This is an optimization exercise on Yosys and OpenROAD, whose aim is a short achievable clock period and few clock cycles per item, not a production implementation.
Only simulation tests tie the RTL to the original design; equivalence was not proved.
Power figures rest on the tool's default switching activity, not on a simulated workload.

## design.v

```verilog
package cpuIsaPkg;
	typedef enum logic [31-27:0] {
		opNop  = 5'd0,
		opAdd  = 5'd1,
		opSub  = 5'd2,
		opAnd  = 5'd3,
		opOr   = 5'd4,
		opAddi = 5'd5,
		opAndi = 5'd6,
		opOri  = 5'd7,
		opLdi  = 5'd8,
		opOut  = 5'd9
	} opcodeT;
	typedef logic [4-1:0] regSelT;
	typedef logic [18:0] immT;
	typedef logic [32-1:0] wordT;
endpackage
package cpuCtrlPkg;
	typedef enum logic [2:0] {
		stFetch   = 3'd0,
		stT1      = 3'd1,
		stT2      = 3'd2,
		stT3      = 3'd3,
		stOutWait = 3'd4
	} stepT;
	typedef enum logic [1:0] {
		aluAdd = 2'd0,
		aluSub = 2'd1,
		aluAnd = 2'd2,
		aluOr  = 2'd3
	} aluOpT;
endpackage
`timescale 1ns/100ps
module selectEncode (
	input  logic [32-1:0] ir,
	input  logic                   gra,
	input  logic                   grb,
	input  logic                   grc,
	input  logic                   rin,
	input  logic                   rout,
	input  logic                   baout,
	output logic [16-1:0]  regIn,
	output logic [16-1:0]  regOut
);
	cpuIsaPkg::regSelT                 fieldSel;
	logic                   anySel;
	logic                   zeroBase;
	logic [16-1:0]  decoded;
	always_comb begin
		if (gra)
			fieldSel = ir[26:23];
		else if (grb)
			fieldSel = ir[22:19];
		else
			fieldSel = ir[18:15];
	end
	assign anySel  = gra | grb | grc;
	assign decoded = anySel ? (16'(1) << fieldSel) : '0;
	assign zeroBase = baout && (fieldSel == '0);
	assign regIn  = rin ? decoded : '0;
	assign regOut = ((rout || baout) && !zeroBase) ? decoded : '0;
endmodule
`timescale 1ns/100ps
module registerFile (
	input  logic                   clock,
	input  logic                   arstN,
	input  logic [32-1:0] bus,
	input  logic [16-1:0]  regIn,
	input  logic [16-1:0]  regOut,
	output logic [32-1:0] regData
);
	logic [32-1:0] regs [16];
	always_ff @(posedge clock or negedge arstN) begin
		if (!arstN) begin
			for (int i = 0; i < 16; i++) begin
				regs[i] <= '0;
			end
		end else begin
			for (int i = 0; i < 16; i++) begin
				if (regIn[i]) begin
					regs[i] <= bus;
				end
			end
		end
	end
	always_comb begin
		regData = '0;
		for (int i = 0; i < 16; i++) begin
			if (regOut[i]) begin
				regData = regData | regs[i];
			end
		end
	end
endmodule
`timescale 1ns/100ps
module aluUnit (
	input  logic                   clock,
	input  logic                   arstN,
	input  logic [32-1:0] bus,
	input  logic                   yIn,
	input  logic                   zIn,
	input  cpuCtrlPkg::aluOpT      aluOp,
	output logic [32-1:0] zData
);
	logic [32-1:0] yReg;
	logic [32-1:0] zReg;
	logic [32-1:0] result;
	always_comb begin
		case (aluOp)
			cpuCtrlPkg::aluAdd:  result = yReg + bus;
			cpuCtrlPkg::aluSub:  result = yReg - bus;
			cpuCtrlPkg::aluAnd:  result = yReg & bus;
			cpuCtrlPkg::aluOr:   result = yReg | bus;
			default: result = '0;
		endcase
	end
	always_ff @(posedge clock or negedge arstN) begin
		if (!arstN) begin
			yReg <= '0;
			zReg <= '0;
		end else begin
			if (yIn) begin
				yReg <= bus;
			end
			if (zIn) begin
				zReg <= result;
			end
		end
	end
	assign zData = zReg;
endmodule
`timescale 1ns/100ps
module controlUnit (
	input  logic                   clock,
	input  logic                   arstN,
	input  logic [32-1:0] instrData,
	input  logic                   instrValid,
	output logic                   instrReady,
	input  logic [32-1:0] bus,
	output logic [32-1:0] outData,
	output logic                   outValid,
	input  logic                   outReady,
	output logic [32-1:0] ir,
	output logic                   gra,
	output logic                   grb,
	output logic                   grc,
	output logic                   rin,
	output logic                   rout,
	output logic                   baout,
	output logic                   yIn,
	output logic                   zIn,
	output logic                   zOut,
	output logic                   cOut,
	output cpuCtrlPkg::aluOpT      aluOp
);
	cpuCtrlPkg::stepT   step;
	cpuIsaPkg::opcodeT op;
	logic   isAlu;
	logic   isImm;
	assign op    = cpuIsaPkg::opcodeT'(ir[31:27]);
	assign isImm = (op == cpuIsaPkg::opAddi) || (op == cpuIsaPkg::opAndi) || (op == cpuIsaPkg::opOri) || (op == cpuIsaPkg::opLdi);
	assign isAlu = isImm || (op == cpuIsaPkg::opAdd) || (op == cpuIsaPkg::opSub) || (op == cpuIsaPkg::opAnd) || (op == cpuIsaPkg::opOr);
	assign instrReady = (step == cpuCtrlPkg::stFetch);
	always_ff @(posedge clock or negedge arstN) begin
		if (!arstN) begin
			step     <= cpuCtrlPkg::stFetch;
			ir       <= '0;
			outData  <= '0;
			outValid <= 1'b0;
		end else begin
			case (step)
				cpuCtrlPkg::stFetch: begin
					if (instrValid) begin
						ir   <= instrData;
						step <= cpuCtrlPkg::stT1;
					end
				end
				cpuCtrlPkg::stT1: begin
					if (isAlu) begin
						step <= cpuCtrlPkg::stT2;
					end else if (op == cpuIsaPkg::opOut) begin
						outData  <= bus;
						outValid <= 1'b1;
						step     <= cpuCtrlPkg::stOutWait;
					end else begin
						step <= cpuCtrlPkg::stFetch;
					end
				end
				cpuCtrlPkg::stT2:    step <= cpuCtrlPkg::stT3;
				cpuCtrlPkg::stT3:    step <= cpuCtrlPkg::stFetch;
				cpuCtrlPkg::stOutWait: begin
					if (outReady) begin
						outValid <= 1'b0;
						step     <= cpuCtrlPkg::stFetch;
					end
				end
				default: step <= cpuCtrlPkg::stFetch;
			endcase
		end
	end
	always_comb begin
		{gra, grb, grc, rin, rout, baout, yIn, zIn, zOut, cOut} = '0;
		case (op)
			cpuIsaPkg::opSub, cpuIsaPkg::opAnd, cpuIsaPkg::opAndi: aluOp = (op == cpuIsaPkg::opSub) ? cpuCtrlPkg::aluSub : cpuCtrlPkg::aluAnd;
			cpuIsaPkg::opOr, cpuIsaPkg::opOri:          aluOp = cpuCtrlPkg::aluOr;
			default:              aluOp = cpuCtrlPkg::aluAdd;
		endcase
		case (step)
			cpuCtrlPkg::stT1: begin
				gra   = (op == cpuIsaPkg::opOut);
				grb   = isAlu;
				rout  = (op == cpuIsaPkg::opOut) || (isAlu && op != cpuIsaPkg::opLdi);
				baout = (op == cpuIsaPkg::opLdi);
				yIn   = isAlu;
			end
			cpuCtrlPkg::stT2: begin
				grc  = !isImm;
				rout = !isImm;
				cOut = isImm;
				zIn  = 1'b1;
			end
			cpuCtrlPkg::stT3: begin
				zOut = 1'b1;
				gra  = 1'b1;
				rin  = 1'b1;
			end
			default: ;
		endcase
	end
endmodule
`timescale 1ns/100ps
module cpuTop (
	input  logic                   clock,
	input  logic                   arstN,
	input  logic [32-1:0] instrData,
	input  logic                   instrValid,
	output logic                   instrReady,
	output logic [32-1:0] outData,
	output logic                   outValid,
	input  logic                   outReady
);
	cpuIsaPkg::wordT                  ir;
	cpuIsaPkg::wordT                  bus;
	cpuIsaPkg::wordT                  regData;
	cpuIsaPkg::wordT                  zData;
	cpuIsaPkg::wordT                  immExt;
	cpuIsaPkg::immT                   immField;
	logic                  gra, grb, grc;
	logic                  rin, rout, baout;
	logic                  yIn, zIn, zOut, cOut;
	cpuCtrlPkg::aluOpT                 aluOp;
	logic [16-1:0] regIn;
	logic [16-1:0] regOut;
	assign immField = ir[18:0];
	assign immExt   = {{(32 - 18 - 1){immField[18]}}, immField};
	assign bus = zOut ? zData : (cOut ? immExt : regData);
	controlUnit u_controlUnit (
		.clock(clock), .arstN(arstN),
		.instrData(instrData), .instrValid(instrValid), .instrReady(instrReady),
		.bus(bus),
		.outData(outData), .outValid(outValid), .outReady(outReady),
		.ir(ir),
		.gra(gra), .grb(grb), .grc(grc), .rin(rin), .rout(rout), .baout(baout),
		.yIn(yIn), .zIn(zIn), .zOut(zOut), .cOut(cOut),
		.aluOp(aluOp)
	);
	selectEncode u_selectEncode (
		.ir(ir), .gra(gra), .grb(grb), .grc(grc),
		.rin(rin), .rout(rout), .baout(baout),
		.regIn(regIn), .regOut(regOut)
	);
	registerFile u_registerFile (
		.clock(clock), .arstN(arstN), .bus(bus),
		.regIn(regIn), .regOut(regOut), .regData(regData)
	);
	aluUnit u_aluUnit (
		.clock(clock), .arstN(arstN), .bus(bus),
		.yIn(yIn), .zIn(zIn), .aluOp(aluOp), .zData(zData)
	);
endmodule
```

## run.sh

```bash
#!/bin/bash
# synth_recipe.tcl (not shown) runs the flow's synth.tcl, then flattens the netlist and writes it again
# the make line also repeats each setting of config.mk as NAME=value (left out here)
make -C /OpenROAD-flow-scripts/flow DESIGN_CONFIG=/design/flow/config.mk WORK_HOME=/design/flow/orfs CLKGATE_MAP_FILE= SYNTH_SCRIPT=/design/flow/synth_recipe.tcl finish
```

## config.mk

```make
export PLATFORM = sky130hd
export DESIGN_NAME = cpuTop
export DESIGN_NICKNAME = cpuTop
export VERILOG_FILES = /design/flow/design.v
export SDC_FILE = /design/flow/constraint.sdc
export NUM_CORES = 4
export LEC_CHECK = 0
export CAP_MARGIN = 20
export CORE_MARGIN = 2
export CORE_UTILIZATION = 35
export SLEW_MARGIN = 20
```

## constraint.sdc

```tcl
create_clock -name core_clock -period 8.5 [get_ports {clock}]
set_input_delay 1.7000 -clock core_clock [delete_from_list [all_inputs] [get_ports {clock}]]
set_output_delay 1.7000 -clock core_clock [all_outputs]
set_load 0.01 [all_outputs]
```

==> metrics.md <==
| Metric | Value |
|---|---|
| Kind of path behind the tightest hold check | `flip-flop to flip-flop` |
| Placed cell count | `4,409` |
| TritonCTS Buffers | `between 70 and 80` |
| Clock transition at the registers of the reported paths | `60 ps` |
| Fraction of the mapped netlist area in adder cells | `0.0142` |
| Clock latency on the worst-skew pair | `slightly above 600 ps` |
| Number of vias in the routed layout | `26,894` |
| Most numerous cell in the Yosys netlist | `sky130_fd_sc_hd__nand2_1` |
| Share of synthesized flip-flops with an asynchronous set or reset | `1.00` |
| Total wirelength of the detailed-routed design | `121,000 um` |
| Std cell rows | `109` |
| CTS tree | `done` |
| Layout fillers | `8,718` |
| Top fanout value on the critical path | `14` |
| Last weighted congestion value of the routability-driven placer | `0.964` |
| Internal power consumption | `8.24 mW` |
| Worst Hold Margin | `around 470 ps` |
| Largest net degree at the start of global routing | `157` |
| Multiplexer share of the synthesized area | `0.0759` |
| Startpoint type of the worst setup path | `flip-flop` |
| Post-layout min period | `8050 ps` |
| Detailed Routing Iterations Pass 1 | `6` |
| Simple-gate share of the synthesized area | `0.159` |
| Most used flip-flop cell after synthesis | `sky130_fd_sc_hd__dfrtp_1` |
| Layout Skew | `28.8 ps` |
| Final Total Pwr | `14.7 mW` |
| Clock sink total | `644` |
| Number of primary I/O pins | `70` |
| Horizontal extent of the die | `just over 300 um` |
| Number of enable flip-flop cells after synthesis | `0` |
| Largest area contributor in the netlist | `sky130_fd_sc_hd__dfrtp_1` |
| Sequential cell area fraction in the yosys report | `0.513` |
| Proportion of power drawn by combinational gates | `0.454` |
| Unrepaired setup endpoints after global routing | `false` |
| Worst-case vdd ir drop | `364 uV` |
| Share of the synthesized area in the top cell type | `0.513` |
| Vias in the first global route | `around 26,000` |
| Parity-gate share of the synthesized area counting xor and xnor cells | `0.0164` |
| Top area cells in the synthesized netlist | `sky130_fd_sc_hd__dfrtp_1 (51%), sky130_fd_sc_hd__nand2_1 (10%), sky130_fd_sc_hd__mux2_2 (6.7%)` |
| Tightest Pin Transition | `1070 ps` |
| Power per unit of standard cell area | `404 nW/um2` |
| Number of port buffers | `69` |
| Fraction of layout cells with a size suffix above 1 | `0.161` |
| Count of pins over their slew limit | `0` |
| Standby leakage power | `roughly 16 nW` |
| Buffer cell driving the clock tree root | `sky130_fd_sc_hd__clkbuf_16` |
| Timing-limited maximum frequency | `124 MHz` |
| Combinational family with the most area after synthesis | `compound AO/OA/AOI/OAI gates` |
| Post-CTS Setup Inserts | `0` |
| Post-Synthesis Net Count | `3,365` |
| Critical path required time | `8970 ps` |
| Die span in y | `304 um` |
| Nets | `~3,400` |
| Remaining design rule violation count | `0` |
| Synth-to-Final Area Change | `15.7%` |
| Net switching power | `6.46 mW` |
| Fraction of the cycle the final worst path needs | `0.947` |
| Number of distinct library cells after synthesis | `103` |
| Critical Path Max Stage Delay | `670 ps` |
| Data arrival time of the critical path | `between 8000 and 9000 ps` |
| CTS Buffer Depth | `3` |
| Routed Antenna Nets | `0` |
| Critical path type | `flip-flop to flip-flop` |
| Synthesized flop and latch total | `644` |
| Final-layout setup total negative slack | `0 ps` |
| Sort of element at the end of the critical path | `flip-flop` |
| Crit path max-delay cell type | `sky130_fd_sc_hd__nor3_1` |
| Share of total power in sequential cells | `0.332` |
| Number of cells in the finished layout apart from fillers | `4,539` |
| Starting density of the core | `0.355` |
| Max H-tree Level | `3` |
| Mapped cell area | `31,400 um2` |
| Switching portion of total power | `0.440` |
| Die Outline Area | `92,200 um2` |
| Total count of hold-check failures in the final report | `0` |
| HPWL after detailed placement | `between 70,000 and 80,000 um` |
| Syn Inst Count | `between 3,000 and 4,000` |
| Antenna violations before repair | `4` |
| Clock network fraction of total power | `0.214` |
| Mean cell area of the mapped netlist | `9.54 um2` |
| Average routed wire per standard cell | `26.7 um` |
| Status | `no timing/DRC/antenna violations` |
| Area of the placeable core | `88,600 um2` |
| Final setup fails | `0` |
| Routed vias/inst | `5.93` |
| Overall global routing resource usage | `0.262` |
| Number of DRC violations after detailed-routing iteration 0 | `between 3,000 and 4,000` |
| First-pass GRT wire length | `181,000 um` |
| Number of max-cap violations | `0` |
| Post-synthesis compound-gate area fraction | `0.183` |
| Leftover overflow at the end of global routing | `0` |
| Synth warn | `5` |
| Max transition margin | `0.284` |
| Synth cell count leaders | `sky130_fd_sc_hd__nand2_1 (853), sky130_fd_sc_hd__dfrtp_1 (644), sky130_fd_sc_hd__o21ai_0 (387)` |
layout make-up:
class / instances / area [um2] / share of cell area
inverter: 23 / 86.3 / 0.00237
sequential: 644 / 16100 / 0.443
tap: 1165 / 1460 / 0.0401
multi-input combinational: 2351 / 14400 / 0.396
clock inverter: 25 / 259 / 0.00712
timing repair buffer: 226 / 1940 / 0.0533
clock buffer: 104 / 2090 / 0.0576
antenna: 1 / 2.50 / 0.0000688
placed cells by master, fill, tap and decap left out, types with 31 or more instances in the layout:
| cell | synthesis | routed |
|---|---|---|
| sky130_fd_sc_hd__a21oi_1 | 92 | 91 |
| sky130_fd_sc_hd__a221oi_1 | 34 | 34 |
| sky130_fd_sc_hd__a22oi_1 | 53 | 53 |
| sky130_fd_sc_hd__buf_4 | 3 | 152 |
| sky130_fd_sc_hd__clkbuf_16 | 0 | 74 |
| sky130_fd_sc_hd__clkdlybuf4s50_1 | 0 | 68 |
| sky130_fd_sc_hd__dfrtp_1 | 644 | 644 |
| sky130_fd_sc_hd__ha_1 | 34 | 34 |
| sky130_fd_sc_hd__mux2_2 | 187 | 187 |
| sky130_fd_sc_hd__nand2_1 | 853 | 845 |
| sky130_fd_sc_hd__nand3_1 | 52 | 42 |
| sky130_fd_sc_hd__nor2_1 | 82 | 77 |
| sky130_fd_sc_hd__nor3_1 | 40 | 31 |
| sky130_fd_sc_hd__o21ai_0 | 387 | 384 |
kinds of logic (layout without fill, tap and decap cells):
logic type      count (synthesis)  count (layout)
other cells                     0               1
compound gates                877             877
mux                           214             214
buf+inv                       299             378
simple gates                 1166            1166
xor+xnor                       59              59
flops                         644             644
fa+ha+maj                      35              35
per-layer routing:
metal	vias up	track usage	share of wire
li1	11726	-	-
met1	13308	0.355	0.41
met2	1487	0.393	0.43
met3	373	0.0571	0.10
met4	0	0.137	0.056
met5	-	0	0
final timing paths:
| path | start | end | slack, ps | cells past startpoint |
|---|---|---|---|---|
| max in group asynchronous | arstN | u_registerFile.regs[4][2] | 5490 | 3 |
| min in group asynchronous | arstN | u_registerFile.regs[0][19] | 1220 | 1 |
| max reg2reg | u_controlUnit.ir[27] | u_aluUnit.zReg[30] | 450 | 27 |
| min | u_registerFile.regs[13][30] | u_registerFile.regs[13][30] | 470 | 2 |
| max | u_controlUnit.ir[27] | u_aluUnit.zReg[30] | 450 | 27 |
| min reg2reg | u_registerFile.regs[13][30] | u_registerFile.regs[13][30] | 470 | 2 |
flip-flops by register name (all words and copies together) (netlist names):
register,cells
u_aluUnit.yReg,32
u_aluUnit.zReg,32
u_controlUnit.ir,32
u_controlUnit.outData,32
u_controlUnit.outValid,1
u_controlUnit.step,3
u_registerFile.regs,512
per-stage QoR:
step                cell area (um2)  utilization  setup slack [ps]
detailed placement            34000        0.383               589
floorplan                     31400            -              1740
global route                  36400        0.410              7.59
CTS                           36300        0.410               467
global placement              34000        0.383               703
finish                        36400        0.410               453
worst max-delay path, delay by kind of cell, from the launching register on:
kind                     cells  cell delay (ps)
AO/OA/AOI/OAI               14             3130
AND/OR/NAND/NOR              8             3100
XOR/XNOR                     2              330
buffers and inverters        2              390
flip-flops                   1              640
adder cells (fa/ha/maj)      1              320
timing repair:
item / in CTS / in global routing
gates resized for setup: 0 / 7
hold buffers: 0 / 0
endpoints found under the setup margin: 0 / 4
power groups by stage:
stage | logic (mW) | registers, mW | clock network (mW)
final | 6.67 | 4.87 | 3.15
after global routing | 7.18 | 4.96 | 3.32
after CTS | 6.50 | 4.83 | 3.19
after detailed placement | 6.48 | 4.87 | 0
after global placement | 6.39 | 4.87 | 0
after floorplan | 4.29 | 4.44 | 0
Testbench counts, summed over its fixed seeds: cycles 56,999, instrs 16,000.

static timing again, ports no longer ideal:
In the flow no input, the clock included, has a driving cell. The finished layout below was timed again as built, in two steps. Step 1, drivers: a clkbuf_16 drives clock and a buf_2 each remaining input, both assumed. Step 2, shift: input delay + t, output delay - t, t = (earliest + latest rising clock arrival at the registers) / 2. This alone moves slack from input paths to output paths. Three values: no drivers, after step 1, after step 2; two values: the first two.
t (ns): 0.675
slack for setup (ns): 0.453 / 0.453 / 0.453
worst hold slack (ns): 0.474 / 0.474 / 0.474
After both steps setup and hold are still met in this run. The setup slack of this run moves by 0.000 ns with the drivers and by 0.000 ns with both steps.
